Context: an optimization exercise on an open-source flow, tuned for small area, a short achievable clock period and few clock cycles per item. The choices shown serve that exercise and are no tape-out recipe. The RTL was checked by simulation tests, not by an equivalence proof against the original design. Power figures rest on the tool's default switching activity, not on a simulated workload.

build 15:
Design write_back_cache, start of the top module:
module write_back_cache (
    input  wire                                   clk,
    input  wire                                   rst_n,
    input  wire                                   proc_read,
    input  wire                                   proc_write,
    input  wire [cache_pkg::addr_width-1:0]       proc_addr,
    input  wire cache_pkg::word_t                 proc_wdata,
    output wire cache_pkg::word_t                 proc_rdata,
    output wire                                   proc_stall,
    output wire                                   mem_read,
    output wire                                   mem_write,
    output wire [cache_pkg::line_addr_width-1:0]  mem_addr,
    output wire cache_pkg::line_t                 mem_wdata,
    input  wire cache_pkg::line_t                 mem_rdata,
    input  wire                                   mem_ready
);
    localparam int WW = cache_pkg::word_width;
    localparam int LW = cache_pkg::line_width;
    localparam int NL = cache_pkg::num_lines;
    localparam int TW = cache_pkg::tag_width;
    wire  [LW-1:0] mem_line = mem_rdata;     
    logic [NL-1:0][LW-1:0] line_mem;
    logic [NL-1:0][TW-1:0] tag_mem;
    logic [NL-1:0] valid;
    logic [NL-1:0] dirty;
    wire [TW-1:0] a_tag = proc_addr[29:5];
    wire [2:0]    idx   = proc_addr[4:2];
    wire [1:0]    wsel  = proc_addr[1:0];
    wire          req   = proc_read | proc_write;
  ...
==> flow/config.mk <==
export PLATFORM = sky130hd
export DESIGN_NAME = write_back_cache
export DESIGN_NICKNAME = write_back_cache
export VERILOG_FILES = /design/flow/design.v
export SDC_FILE = /design/flow/constraint.sdc
export NUM_CORES = 4
export LEC_CHECK = 0
export CAP_MARGIN = 20
export CORE_MARGIN = 2
export CORE_UTILIZATION = 60
export GPL_ROUTABILITY_DRIVEN = 1
export PLACE_DENSITY = 0.75
export SETUP_SLACK_MARGIN = 0.65
export SLEW_MARGIN = 20
export SYNTH_HIERARCHICAL = 1
==> flow/constraint.sdc <==
create_clock -name core_clock -period 5.2 [get_ports {clk}]
set_input_delay 1.0400 -clock core_clock [delete_from_list [all_inputs] [get_ports {clk}]]
set_output_delay 1.0400 -clock core_clock [all_outputs]
set_load 0.01 [all_outputs]
standard.sh (not shown) runs the stock make flow with config.mk's settings and CLKGATE_MAP_FILE= SYNTH_SCRIPT=/design/flow/synth_recipe.tcl, a recipe that flattens the netlist after the stock synthesis.
==> flow/flow/run.sh <==
#!/bin/bash
# Standard ORFS layout (the standard.sh, unchanged synthesis) with these changes:
#  - ports are buffered with sky130_fd_sc_hd__buf_1 (repair may upsize them later)
#  - clock tree built from clkbuf_4/clkbuf_8 with sink clusters of up to 20 within 45 um and no dummy loads
set -euo pipefail
export BUFFER_PORTS_ARGS="-buffer_cell sky130_fd_sc_hd__buf_1"
export CTS_ARGS="-sink_clustering_enable -repair_clock_nets -dont_use_dummy_load -buf_list {sky130_fd_sc_hd__clkbuf_4 sky130_fd_sc_hd__clkbuf_8} -sink_clustering_size 20 -sink_clustering_max_diameter 45"
bash standard.sh cts > standard_cts.log 2>&1 || { tail -50 standard_cts.log; exit 1; }
bash standard.sh SETUP_SLACK_MARGIN=1.0 finish > standard_finish.log 2>&1 || { tail -50 standard_finish.log; exit 1; }
test -f out/final.def
Both conditions hold for build 15: the flow ran to the end and the final layout passed the timing, DRC and antenna checks.
Testbench counts of build 15, summed over its fixed seeds: cycles 79,084, accesses 32,000.
Modified inputs, build 97 compared to build 15
-- flow/config.mk --
<<< build 15, line 10
export CORE_UTILIZATION = 60
>>> build 97, line 10
export CORE_UTILIZATION = 55
The setup slack of build 97 is larger than that of build 15.
On internal cell power: between build 97 and build 15, it ends up lower for build 97.
Build 97 vs. build 15: sequential cell area share went up by 0.82 points.
For the estimated wirelength of the detail-placed design, build 97 came in 12% lower than build 15 did.
Changes observed in build 97 relative to build 15: detailed-route wire length on metal 1 down about 5%, overall power consumption now sits lower, period utilization went down.
Delta (build 97 minus build 15): minimum clock period after layout fell by 55 ps; combinational power share fell by 0.8 points.
Between build 97 and build 15, the difference in clock share of power is negligible.
Register share of total power in build 97 is 0.7 points higher than in build 15
Here is what was changed in the inputs of build 14 compared with build 97.
-- flow/config.mk --
<<< build 97, line 13
export SETUP_SLACK_MARGIN = 0.65
>>> build 14, line 13
export SETUP_SLACK_MARGIN = 0.5
## What came out
Summary of build 14 over build 97: first-iteration DRC count shows an increase of about 4.5%; largest driver fanout on the critical path shows an increase of 24; total power shows an increase of about 0.6%; met3 routed wirelength shows an increase of 10%.
Worst hold slack in build 14 vs build 97: down 71 ps
Higher net switching share of the total power was reported by build 14, not build 97.
Average detailed-routed wire length per instance in build 14 vs build 97: up about 2.7%
The combinational share of power of build 14 is higher than that of build 97.
Compared with build 97, build 14 shows non-filler instance count after layout that has gone up slightly.


## the reference run
Another version of the RTL of write_back_cache (not shown whole).
Size: about 3,800 cells after synthesis, roughly 1,200 flip-flops, roughly 390 I/O pins.
==> flow/config.mk <==
export PLATFORM = sky130hd
export DESIGN_NAME = write_back_cache
export DESIGN_NICKNAME = write_back_cache
export VERILOG_FILES = /design/flow/design.v
export SDC_FILE = /design/flow/constraint.sdc
export NUM_CORES = 4
export LEC_CHECK = 0
export ABC_AREA = 1
export CAP_MARGIN = 20
export CORE_MARGIN = 2
export CORE_UTILIZATION = 55
export GPL_ROUTABILITY_DRIVEN = 1
export PLACE_DENSITY = 0.75
export SETUP_SLACK_MARGIN = 0.8
export SLEW_MARGIN = 20
==> flow/constraint.sdc <==
create_clock -name core_clock -period 5.2 [get_ports {clk}]
set_input_delay 1.0400 -clock core_clock [delete_from_list [all_inputs] [get_ports {clk}]]
set_output_delay 1.0400 -clock core_clock [all_outputs]
set_load 0.01 [all_outputs]
==> flow/flow/run.sh <==
#!/bin/bash
# Standard ORFS layout (the standard.sh, unchanged synthesis) with two changes:
#  - ports are buffered with sky130_fd_sc_hd__buf_1 (repair may upsize them later)
#  - clock tree built from clkbuf_4/clkbuf_8 with sink clusters of up to 16 within 40 um and no dummy loads
set -euo pipefail
export BUFFER_PORTS_ARGS="-buffer_cell sky130_fd_sc_hd__buf_1"
export CTS_ARGS="-sink_clustering_enable -repair_clock_nets -dont_use_dummy_load -buf_list {sky130_fd_sc_hd__clkbuf_4 sky130_fd_sc_hd__clkbuf_8} -sink_clustering_size 16 -sink_clustering_max_diameter 40"
bash standard.sh finish > standard_finish.log 2>&1 || { tail -50 standard_finish.log; exit 1; }
test -f out/final.def
The reference run ended with every stage complete and zero timing, DRC or antenna violations.
Testbench counts of the reference run, summed over its fixed seeds: cycles 79,084, accesses 32,000.
Changes in the trial run relative to the reference run:
- removing PLACE_DENSITY (formerly 0.75)
### Flow results
Against the reference run, filler cell count in the final layout in the trial run rose by a few percent. The last element of the critical path comes out proc_rdata[4] in one run and proc_rdata[20] in the other, namely in the reference run and the trial run respectively. The trial run vs. the reference run: setup slack higher; routed length on met1 up 17%; count of endpoints failing hold in the final timing report did not really move; cell area now sits higher; worst hold slack lower. Clock period minus worst slack in the trial run is 26 ps lower than in the reference run.

==> static timing again, ports no longer ideal <==
In the flow no input, the clock included, has a driving cell. The finished layouts below were timed again as built, in two steps. Step 1, drivers: a clkbuf_16 drives clk and a buf_2 each remaining input, both assumed. Step 2, shift: input delay + t, output delay - t, t = (earliest + latest rising clock arrival at the registers) / 2. This alone moves slack from input paths to output paths. a / b / c = no drivers / after step 1 / after step 2; a / b = the first two.
| run | shift t [ns] | slack for setup (ns) | worst setup path after step 2 |
|---|---|---|---|
| build 15 | 0.818 | 0.935 / 0.840 / 0.442 | input to register |
| build 97 | 0.791 | 0.990 / 0.919 / 0.600 | input to register |
| build 14 | 0.791 | 0.968 / 0.815 / 0.450 | input to register |
| the reference run | 0.889 | 0.762 / 0.651 / 0.472 | input to register |
| the trial run | 0.893 | 0.789 / 0.759 / 0.532 | input to register |
After both steps setup and hold are still met in every run listed. For build 14, which loses most, drivers alone change the setup slack by -0.153 ns; drivers and shift together by -0.518 ns.
